This design comes from an exercise in tuning for small area, a short achievable clock period and few clock cycles per item on the open sky130 flow, not from production work. The RTL was checked by simulation tests, not by an equivalence proof against the original design.

Design sw_top, start of the top module:
module sw_top (
    input  logic                                clk,
    input  logic                                reset,
    input  logic                                i_valid,
    input  sw_pkg::base_t                       i_ref_base,
    input  sw_pkg::base_t                       i_query_base,
    output logic                                o_finish,
    output logic [8-1:0]              o_max,
    output logic [sw_pkg::RIDX_W:0]             o_pos_ref,
    output logic [sw_pkg::QIDX_W:0]             o_pos_query
);
    logic                        start;
    logic                        load;
    logic [5:0]                  cnt;
    logic                        last;
    logic                        busy;
    logic [5:0]                  best_m2;
    logic [16-1:0][1:0] cand;
    logic [5:0]                  best_s;
    logic [5:0]                  best_g;
    logic [4:0]                  best_j;
    logic [4:0]                  best_i;
    sw_sequencer u_sequencer (
        .clk      (clk),
        .reset    (reset),
        .i_valid  (i_valid),
        .o_start  (start),
        .o_load   (load),
        .o_cnt    (cnt),
        .o_busy   (busy),
        .o_last   (last),
        .o_finish (o_finish)
    );
    sw_pe_array u_pe_array (
        .clk          (clk),
        .reset        (reset),
        .i_start      (start),
        .i_load       (load),
        .i_query_base (i_query_base),
        .i_ref_base   (i_ref_base),
  ...
Settings: LEC_CHECK=0, CAP_MARGIN=20, CORE_MARGIN=2, CORE_UTILIZATION=40, SETUP_SLACK_MARGIN=4.6, SLEW_MARGIN=20, TNS_END_PERCENT=100; clock period 7.5 ns.
run.sh (not shown) runs the stock make flow with config.mk's settings and CLKGATE_MAP_FILE= SYNTH_SCRIPT=/design/flow/synth_recipe.tcl, a recipe that flattens the netlist after the stock synthesis.
The starting point ran to the end with no violations.
Testbench counts at the start, summed over its fixed seeds: cycles 12,800, runs 320.
Then changed:
SETUP_SLACK_MARGIN = 4.5   (was 4.6)
Hold slack stays flat.
Non-clock buffer count fell by 14.
Wire length went down by about 1.8%.
Utilization came out lower by 0.88 points.

---

sw_top, a different RTL version from the one above (not shown whole).
Size: roughly 2500 cells after synthesis, roughly 290 flip-flops, about 27 I/O pins, ~0.021 mm² of cells after synthesis.
==> flow/config.mk <==
export PLATFORM = sky130hd
export DESIGN_NAME = sw_top
export DESIGN_NICKNAME = sw_top
export VERILOG_FILES = /design/flow/design.v
export SDC_FILE = /design/flow/constraint.sdc
export NUM_CORES = 4
export LEC_CHECK = 0
export CAP_MARGIN = 20
export CORE_MARGIN = 2
export CORE_UTILIZATION = 40
export SETUP_SLACK_MARGIN = 4.3
export SLEW_MARGIN = 20
export TNS_END_PERCENT = 100
==> flow/constraint.sdc <==
create_clock -name core_clock -period 7.5 [get_ports {clk}]
set_input_delay 1.5000 -clock core_clock [delete_from_list [all_inputs] [get_ports {clk}]]
set_output_delay 1.5000 -clock core_clock [all_outputs]
set_load 0.01 [all_outputs]
Testbench counts at the start, summed over its fixed seeds: cycles 13,440, runs 320.
Change:
--- a/flow/config.mk
+++ b/flow/config.mk
@@ -10,3 +10,3 @@
 export CORE_UTILIZATION = 40
-export SETUP_SLACK_MARGIN = 4.3
+export SETUP_SLACK_MARGIN = 5.0
 export SLEW_MARGIN = 20
Outcome: Hold slack is about the same; utilization increases by 4.2 points; worst setup slack loses 34 ps.
Change:
--- a/flow/config.mk
+++ b/flow/config.mk
@@ -10,4 +10,2 @@
 export CORE_UTILIZATION = 40
-export SETUP_SLACK_MARGIN = 5.0
 export SLEW_MARGIN = 20
-export TNS_END_PERCENT = 100
Utilization falls by 8.5 points.
Design area falls by 16%.
Critical path depth falls by 1.
Sequential cell count stays the same.
Routed wire length falls by 12%.
Change:
--- a/flow/config.mk
+++ b/flow/config.mk
@@ -10,2 +10,4 @@
 export CORE_UTILIZATION = 40
+export SETUP_SLACK_MARGIN = 3.5
 export SLEW_MARGIN = 20
+export TNS_END_PERCENT = 100
Outcome: The changed run went through all stages and came out clean; worst setup slack is better by 810 ps; clock-buffer cell count goes down by 6; via count rises slightly; clock skew decreases by 9.4 ps; worst hold slack stays flat; register-to-register slack improved by 810 ps; first-iteration DRC count rises by about a fifth.

---

sw_top, a different RTL version from the one above (not shown whole).
Size in the first run: about 2800 cells after synthesis, ~27 I/O pins, roughly 20000 µm² of cells after synthesis.
Settings: LEC_CHECK=0, ABC_AREA=1, CAP_MARGIN=20, CORE_MARGIN=2, CORE_UTILIZATION=40, CTS_CLUSTER_DIAMETER=90, CTS_CLUSTER_SIZE=60, SETUP_SLACK_MARGIN=4.6, SLEW_MARGIN=20, TNS_END_PERCENT=100; clock period 7.5 ns.
The first run went through all stages and came out clean.
Testbench counts at the start, summed over its fixed seeds: cycles 12,480, runs 320.
Next try:
Settings changed: CTS_CLUSTER_DIAMETER 90 to 60.
What happened:
- The new run finished clean
- non-clock buffer count drops by 27
- setup slack is worse by 0.018 ns
- routed wire length barely changes
- first-iteration DRC count climbs by about 12%
- core utilization climbs by 0.30 points
- hold slack is worse by 0.0037 ns
- register-to-register slack hardly moves
- area after synthesis is unchanged
- sequential share of layout area drops by 0.22 points
Next try:
Settings changed: ABC_AREA 1 to unset, CTS_CLUSTER_SIZE 60 to 40.
Hold slack stays flat. Register-to-register slack got worse by 0.20 ns. Wire length came out higher by a few percent. Non-clock buffer count came out higher by 79. Via count came out lower by a little under a tenth. Setup slack got worse by 0.11 ns.

---

Starting RTL as in the previous note.
==> flow/config.mk <==
export PLATFORM = sky130hd
export DESIGN_NAME = sw_top
export DESIGN_NICKNAME = sw_top
export VERILOG_FILES = /design/flow/design.v
export SDC_FILE = /design/flow/constraint.sdc
export NUM_CORES = 4
export LEC_CHECK = 0
export ABC_AREA = 1
export CAP_MARGIN = 20
export CORE_MARGIN = 2
export CORE_UTILIZATION = 40
export CTS_CLUSTER_DIAMETER = 80
export CTS_CLUSTER_SIZE = 60
export SETUP_SLACK_MARGIN = 4.6
export SLEW_MARGIN = 20
export TNS_END_PERCENT = 100
==> flow/constraint.sdc <==
create_clock -name core_clock -period 7.5 [get_ports {clk}]
set_input_delay 1.5000 -clock core_clock [delete_from_list [all_inputs] [get_ports {clk}]]
set_output_delay 1.5000 -clock core_clock [all_outputs]
set_load 0.01 [all_outputs]
The baseline completed without violations.
Testbench counts at the start, summed over its fixed seeds: cycles 12,480, runs 320.
Edit:
Settings changed: ABC_AREA 1 to unset, CTS_CLUSTER_DIAMETER 80 to unset, CTS_CLUSTER_SIZE 60 to unset, SETUP_SLACK_MARGIN 4.6 to 4.5, TNS_END_PERCENT 100 to 10.
Maximum frequency falls by 9.3%; design area goes up by about 1.3%; wire length drops by 3.2%; synthesized area falls by 1.4%; cell count shrinks by 17%; synthesized cell count falls by 22%.
Edit:
Settings changed: ABC_AREA set to 1, SETUP_SLACK_MARGIN 4.5 to 4.6, TNS_END_PERCENT 10 to 100.
Effect: Final area stays flat. Via count rose by roughly a tenth. Global-route usage grows by 1.1 points. Utilization drops by 0.19 points.
Edit:
Settings changed: ABC_AREA 1 to unset, CORE_UTILIZATION 40 to 60, PLACE_DENSITY set to 0.7, SETUP_SLACK_MARGIN 4.6 to 4.5.
Effect:
- The new run finished clean
- utilization climbs by 25 points
- global-route usage rises by 8.4 points

---

Setup of north:
Another version of the RTL of sw_top (not shown whole).
For scale: about 2500 cells after synthesis, ~27 I/O pins, ~21000 sq um of cells after synthesis.
Settings: LEC_CHECK=0, CAP_MARGIN=20, CORE_MARGIN=2, CORE_UTILIZATION=40, SETUP_SLACK_MARGIN=4.9, SLEW_MARGIN=20, TNS_END_PERCENT=100; clock period 7.5 ns.
Testbench counts of north, summed over its fixed seeds: cycles 12,800, runs 320.
Modified inputs, south compared to north
Settings: changing SETUP_SLACK_MARGIN from 4.9 to 4.7.
==> comparison <==
- Summary of south over north: total number of cells along the worst setup path shrank by 1, violation count after the first detailed-route iteration held steady.

---

Another version of the RTL of sw_top (not shown whole).
Size in the first run: roughly 2,800 cells after synthesis, ~310 flip-flops.
==> flow/design.v (excerpt) <==
module sw_top (
    input  logic                                clk,
    input  logic                                reset,
    input  logic                                i_valid,
    input  sw_pkg::base_t                       i_ref_base,
    input  sw_pkg::base_t                       i_query_base,
    output logic                                o_finish,
    output logic [8-1:0]              o_max,
    output logic [sw_pkg::RIDX_W:0]             o_pos_ref,
    output logic [sw_pkg::QIDX_W:0]             o_pos_query
);
Settings: LEC_CHECK=0, ABC_AREA=1, CAP_MARGIN=20, CORE_MARGIN=2, CORE_UTILIZATION=40, CTS_CLUSTER_DIAMETER=80, CTS_CLUSTER_SIZE=60, SETUP_SLACK_MARGIN=4.6, SLEW_MARGIN=20, TNS_END_PERCENT=100; clock period 7.5 ns.
Testbench counts at the start, summed over its fixed seeds: cycles 12,480, runs 320.
Then changed:
- SETUP_SLACK_MARGIN: 4.6 -> 4.9
Wire length grows by 4.3%.
Worst hold slack is about the same.
Synthesized area is unchanged.
Non-clock buffer count rises by 56.
Via count rose by 3.1%.
Cell count is higher by about 1.6%.
Utilization came out higher by 3.2 points.
Then changed:
- SETUP_SLACK_MARGIN: 4.9 -> 4.75
The new run ran to the end with no violations.
Wire length shrinks by 3.8%.
Non-clock buffer count shrinks by 41.
Worst hold slack loses 0.016 ns.
Sequential share of layout area came out higher by 1.1 points.
Final area fell by about 4.3%.
Die area does not change.
Clock-buffer cell count fell by 4.

---

lane 1:
Another version of the RTL of sw_top (not shown whole).
Size: about 2900 cells after synthesis, roughly 27 I/O pins, roughly 20000 um^2 of cells after synthesis.
make LEC_CHECK=0 ABC_AREA=1 CAP_MARGIN=20 CORE_MARGIN=2 CORE_UTILIZATION=40 CTS_CLUSTER_DIAMETER=80 CTS_CLUSTER_SIZE=60 SETUP_SLACK_MARGIN=4.95 SLEW_MARGIN=20 TNS_END_PERCENT=100 finish   # period 7.5 ns
Testbench counts of lane 1, summed over its fixed seeds: cycles 12,480, runs 320.
## Diff of input files: lane 2 against lane 1
--- a/flow/config.mk
+++ b/flow/config.mk
@@ -12,5 +12,5 @@
 export CTS_CLUSTER_DIAMETER = 80
 export CTS_CLUSTER_SIZE = 60
-export SETUP_SLACK_MARGIN = 4.95
+export SETUP_SLACK_MARGIN = 4.75
 export SLEW_MARGIN = 20
 export TNS_END_PERCENT = 100
## What came out
Comparing lane 1 and lane 2, number of filler cells placed in the layout is higher on lane 2. In lane 2, final-layout clock-cell area share is higher than in lane 1. Measured against each other, lane 1 and lane 2 differ in first-iteration DRC count, the higher figure coming from lane 1. Comparing lane 2 against lane 1, there is no change at all in register bit count reported by yosys. The worst setup slack of lane 2 was inferior to that of lane 1. Post-detailed-route wirelength per cell (lane 2 vs. lane 1) decreases by a few percent. Launch point of the worst path = u_max_tracker.g_q[2]: lane 2; launch point of the worst path = u_pe_array.g_cell[8].u_pe.h_q[0]: lane 1.
## Diff of input files: lane 3 against lane 2
--- a/flow/config.mk
+++ b/flow/config.mk
@@ -12,5 +12,5 @@
 export CTS_CLUSTER_DIAMETER = 80
 export CTS_CLUSTER_SIZE = 60
-export SETUP_SLACK_MARGIN = 4.75
+export SETUP_SLACK_MARGIN = 4.5
 export SLEW_MARGIN = 20
 export TNS_END_PERCENT = 100
### Flow results
Delta(final standard cell area without fillers, lane 3 - lane 2) < 0. From lane 2 to lane 3, xor/xnor cell area share of the yosys netlist did not move at all. Clock slew seen by the registers of the worst setup and hold paths in lane 3 vs lane 2: up 20 ps. Lane 3 leaves less setup margin than lane 2. Going from lane 2 to lane 3, period utilization rose by 3.1 points; footprint of the multi-input gates fell by 3.1%; area of the mapped netlist stayed essentially flat. [compare] base=lane 2 new=lane 3: core utilization decreased by 1.4 points relative to the old numbers; fmax decreased by 8.0% relative to the old numbers; global-route usage closely matched the old numbers.
## Diff of input files: lane 4 against lane 3
--- a/flow/config.mk
+++ b/flow/config.mk
@@ -10,7 +10,7 @@
 export CORE_MARGIN = 2
 export CORE_UTILIZATION = 40
-export CTS_CLUSTER_DIAMETER = 80
+export CTS_CLUSTER_DIAMETER = 70
 export CTS_CLUSTER_SIZE = 60
-export SETUP_SLACK_MARGIN = 4.5
+export SETUP_SLACK_MARGIN = 4.85
 export SLEW_MARGIN = 20
 export TNS_END_PERCENT = 100
Lane 3 → lane 4: synthesized area stayed essentially flat; largest stage delay on the critical path fell by 160 ps; per-cell via count in the routed design rose by 0.48%; floorplan row count stayed essentially flat.
Cmp lane 3 and lane 4 / global routing usage on met1 / higher: lane 4
The final critical-path required period in lane 4 was lower than what lane 3 gave.
Re total congestion overflow: no difference whatsoever between lane 3 and lane 4.
Comparing actual slew at the worst max-slew pin for lane 3 and lane 4, the bigger number came from lane 4.
Edits applied to the flow inputs when going from lane 4 to lane 5:
--- a/flow/config.mk
+++ b/flow/config.mk
@@ -10,5 +10,5 @@
 export CORE_MARGIN = 2
 export CORE_UTILIZATION = 40
-export CTS_CLUSTER_DIAMETER = 70
+export CTS_CLUSTER_DIAMETER = 60
 export CTS_CLUSTER_SIZE = 60
 export SETUP_SLACK_MARGIN = 4.85
[summary]
Going from lane 4 to lane 5, final area grew slightly. Taking lane 4 as the reference, in lane 5 clock network latency to the later pin of the worst-skew pair higher; relative area of clock buffers and inverters in the final design now larger; transition at the pin with the smallest max-transition slack went down; worst setup slack went up by 18 ps. Of lane 5 and lane 4, lane 5 shows the lower non-clock buffering overhead in the final layout, with lane 4 above it. Wire length shrinks slightly when moving from lane 4 to lane 5.

---

sw_top again, from the RTL that the note above started with.
export LEC_CHECK = 0
export ABC_AREA = 1
export CAP_MARGIN = 20
export CORE_MARGIN = 2
export CORE_UTILIZATION = 40
export CTS_CLUSTER_DIAMETER = 80
export CTS_CLUSTER_SIZE = 60
export SETUP_SLACK_MARGIN = 4.85
export SLEW_MARGIN = 20
export TNS_END_PERCENT = 100
create_clock -name core_clock -period 7.5 [get_ports {clk}]
Testbench counts at the start, summed over its fixed seeds: cycles 12,480, runs 320.
Next try:
--- a/flow/config.mk
+++ b/flow/config.mk
@@ -11,5 +11,5 @@
 export CORE_UTILIZATION = 40
-export CTS_CLUSTER_DIAMETER = 80
+export CTS_CLUSTER_DIAMETER = 70
 export CTS_CLUSTER_SIZE = 60
-export SETUP_SLACK_MARGIN = 4.85
+export SETUP_SLACK_MARGIN = 4.92
 export SLEW_MARGIN = 20
=>
- The new run produced a clean layout
- routed wire length went up by 1.9%
- first-iteration DRC count came out lower by 10%
- count of clock-buffer cells in the layout is higher by 7
- core utilization is higher by 1.5 points
- area after synthesis is unchanged
- non-clock buffer count climbs by 18
- global-route usage grows by 0.18 points
- maximum frequency barely changes

---

## exp/juniper
RTL: one of the versions met above, not the one the previous note started from.
Size: ~2800 cells after synthesis, about 300 flip-flops, roughly 27 I/O pins, ~20000 um2 of cells after synthesis.
export LEC_CHECK = 0
export ABC_AREA = 1
export CAP_MARGIN = 20
export CORE_MARGIN = 2
export CORE_UTILIZATION = 40
export CTS_CLUSTER_DIAMETER = 80
export CTS_CLUSTER_SIZE = 60
export SETUP_SLACK_MARGIN = 4.65
export SLEW_MARGIN = 20
export TNS_END_PERCENT = 100
create_clock -name core_clock -period 7.5 [get_ports {clk}]
Testbench counts of exp/juniper, summed over its fixed seeds: cycles 12,480, runs 320.
Setup changes, exp/juniper to exp/sierra
# exp/juniper
export LEC_CHECK = 0
export ABC_AREA = 1
export CAP_MARGIN = 20
export CORE_MARGIN = 2
export CORE_UTILIZATION = 40
export CTS_CLUSTER_DIAMETER = 80
export CTS_CLUSTER_SIZE = 60
export SETUP_SLACK_MARGIN = 4.65
export SLEW_MARGIN = 20
export TNS_END_PERCENT = 100
create_clock -name core_clock -period 7.5 [get_ports {clk}]
# exp/sierra
export LEC_CHECK = 0
export CAP_MARGIN = 20
export CORE_MARGIN = 2
export CORE_UTILIZATION = 40
export SETUP_SLACK_MARGIN = 4.5
export SLEW_MARGIN = 20
export TNS_END_PERCENT = 100
create_clock -name core_clock -period 7.5 [get_ports {clk}]
Notes after the runs:
exp/sierra finished every stage and its layout cleared the timing, design-rule and antenna checks.
In the reports for exp/sierra and exp/juniper, the smaller core utilization of the finished layout belongs to exp/juniper.
Between exp/juniper and exp/sierra, synthesized-area fraction occupied by adder cells increased.
The layout-stage area growth over the synthesis result of exp/sierra is higher than that of exp/juniper.
Setup changes, exp/sierra to exp/amber
# exp/sierra
export LEC_CHECK = 0
export CAP_MARGIN = 20
export CORE_MARGIN = 2
export CORE_UTILIZATION = 40
export SETUP_SLACK_MARGIN = 4.5
export SLEW_MARGIN = 20
export TNS_END_PERCENT = 100
create_clock -name core_clock -period 7.5 [get_ports {clk}]
# exp/amber
export LEC_CHECK = 0
export ABC_AREA = 1
export CAP_MARGIN = 20
export CORE_MARGIN = 2
export CORE_UTILIZATION = 50
export CTS_CLUSTER_DIAMETER = 80
export CTS_CLUSTER_SIZE = 60
export PLACE_DENSITY = 0.65
export SETUP_SLACK_MARGIN = 4.6
export SLEW_MARGIN = 20
export TNS_END_PERCENT = 100
create_clock -name core_clock -period 7.5 [get_ports {clk}]
Notes after the runs:
- exp/sierra has a lower number of search-and-repair iterations in the first detailed-routing pass than exp/amber.
- Diff exp/amber and exp/sierra: share of the cycle needed by the critical path after routing lower in exp/amber
- From exp/sierra to exp/amber, buffer depth of the longest clock path did not move at all.
- Between exp/sierra and exp/amber, the latest clock arrival within the worst-skew pair does not differ in any meaningful way.
- Of exp/amber and exp/sierra, it is exp/amber that has the higher sequential portion of the cell area.
What exp/garnet does differently from exp/amber at the input level:
# exp/amber
export LEC_CHECK = 0
export ABC_AREA = 1
export CAP_MARGIN = 20
export CORE_MARGIN = 2
export CORE_UTILIZATION = 50
export CTS_CLUSTER_DIAMETER = 80
export CTS_CLUSTER_SIZE = 60
export PLACE_DENSITY = 0.65
export SETUP_SLACK_MARGIN = 4.6
export SLEW_MARGIN = 20
export TNS_END_PERCENT = 100
create_clock -name core_clock -period 7.5 [get_ports {clk}]
# exp/garnet
export LEC_CHECK = 0
export ABC_AREA = 1
export CAP_MARGIN = 20
export CORE_MARGIN = 2
export CORE_UTILIZATION = 40
export CTS_CLUSTER_DIAMETER = 70
export CTS_CLUSTER_SIZE = 60
export SETUP_SLACK_MARGIN = 4.8
export SLEW_MARGIN = 20
export TNS_END_PERCENT = 100
create_clock -name core_clock -period 7.5 [get_ports {clk}]
Hold slack | exp/garnet below exp/amber. Wire length ended up about 8% higher on exp/garnet than on exp/amber. In the metrics for exp/garnet and exp/amber, the one carrying the lower register fraction of the total cell area is exp/garnet. | total routing usage reported by global routing | higher: exp/amber |. Measured against exp/amber, the final area of exp/garnet comes out at 1.05 times the reference value. exp/garnet against exp/amber: wire length of the first global-routing pass grew by about 2.3%.

-- re-timing with driven ports --
In the flow no input, the clock included, has a driving cell. The finished layouts below were timed again as built, in two steps.
Step 1 assumes that a clkbuf_16 drives the clock port and a buf_2 every other input.
Step 2 also shifts input and output timing later by t, the mid clock arrival at the registers, as if the neighbouring blocks saw the same clock.
a / b / c = ideal ports / drivers / drivers and shift; a / b = the first two.
run	shift t [ns]	setup slack, ns	hold slack, ns
the first run of note 1	0.593	4.597 / 4.597 / 4.188	0.368 / 0.368 / 0.368
the second run of note 1	0.583	4.569 / 4.527 / 4.082	0.367 / 0.367 / 0.367
the first run of note 2	0.599	3.718 / 3.718 / 3.718	0.357 / 0.357 / 0.357
the second run of note 2	0.612	3.685 / 3.685 / 3.685	0.356 / 0.356 / 0.356
the third run of note 2	0.593	2.788 / 2.788 / 2.788	0.362 / 0.362 / 0.362
the fourth run of note 2	0.591	3.594 / 3.594 / 3.232	0.361 / 0.361 / 0.361
the first run of note 3	0.579	4.657 / 4.600 / 4.145	0.372 / 0.372 / 0.372
the second run of note 3	0.641	4.639 / 4.589 / 3.997	0.369 / 0.369 / 0.369
the third run of note 3	0.641	4.525 / 4.525 / 4.061	0.366 / 0.366 / 0.366
the first run of note 4	0.601	4.635 / 4.581 / 4.123	0.355 / 0.355 / 0.355
the second run of note 4	0.572	4.343 / 4.287 / 3.828	0.368 / 0.368 / 0.368
the third run of note 4	0.608	4.626 / 4.570 / 4.032	0.361 / 0.361 / 0.361
the fourth run of note 4	0.552	4.328 / 4.328 / 4.055	0.365 / 0.365 / 0.365
north	0.605	4.769 / 4.769 / 4.393	0.369 / 0.369 / 0.369
south	0.595	4.698 / 4.698 / 4.219	0.364 / 0.364 / 0.364
the first run of note 6	0.617	4.666 / 4.679 / 4.078	0.370 / 0.370 / 0.370
the second run of note 6	0.607	4.913 / 4.854 / 4.403	0.368 / 0.368 / 0.368
the third run of note 6	0.603	4.774 / 4.716 / 4.310	0.351 / 0.351 / 0.351
lane 1	0.607	4.930 / 4.880 / 4.436	0.367 / 0.367 / 0.367
lane 2	0.612	4.795 / 4.741 / 4.279	0.360 / 0.360 / 0.360
lane 3	0.616	4.562 / 4.507 / 3.997	0.357 / 0.357 / 0.357
lane 4	0.599	4.876 / 4.813 / 4.363	0.350 / 0.350 / 0.350
lane 5	0.627	4.894 / 4.836 / 4.352	0.364 / 0.364 / 0.364
the first run of note 8	0.608	4.895 / 4.836 / 4.328	0.366 / 0.366 / 0.366
the second run of note 8	0.615	4.889 / 4.870 / 4.420	0.353 / 0.353 / 0.353
exp/juniper	0.602	4.697 / 4.674 / 4.116	0.360 / 0.360 / 0.360
exp/sierra	0.569	4.522 / 4.522 / 4.008	0.369 / 0.369 / 0.369
exp/amber	0.579	4.579 / 4.521 / 4.191	0.373 / 0.373 / 0.373
exp/garnet	0.640	4.782 / 4.724 / 4.243	0.356 / 0.356 / 0.356
After both steps setup and hold are still met in every run listed. For the second run of note 3, which loses most, drivers alone change the setup slack by -0.050 ns; drivers and shift together by -0.642 ns.
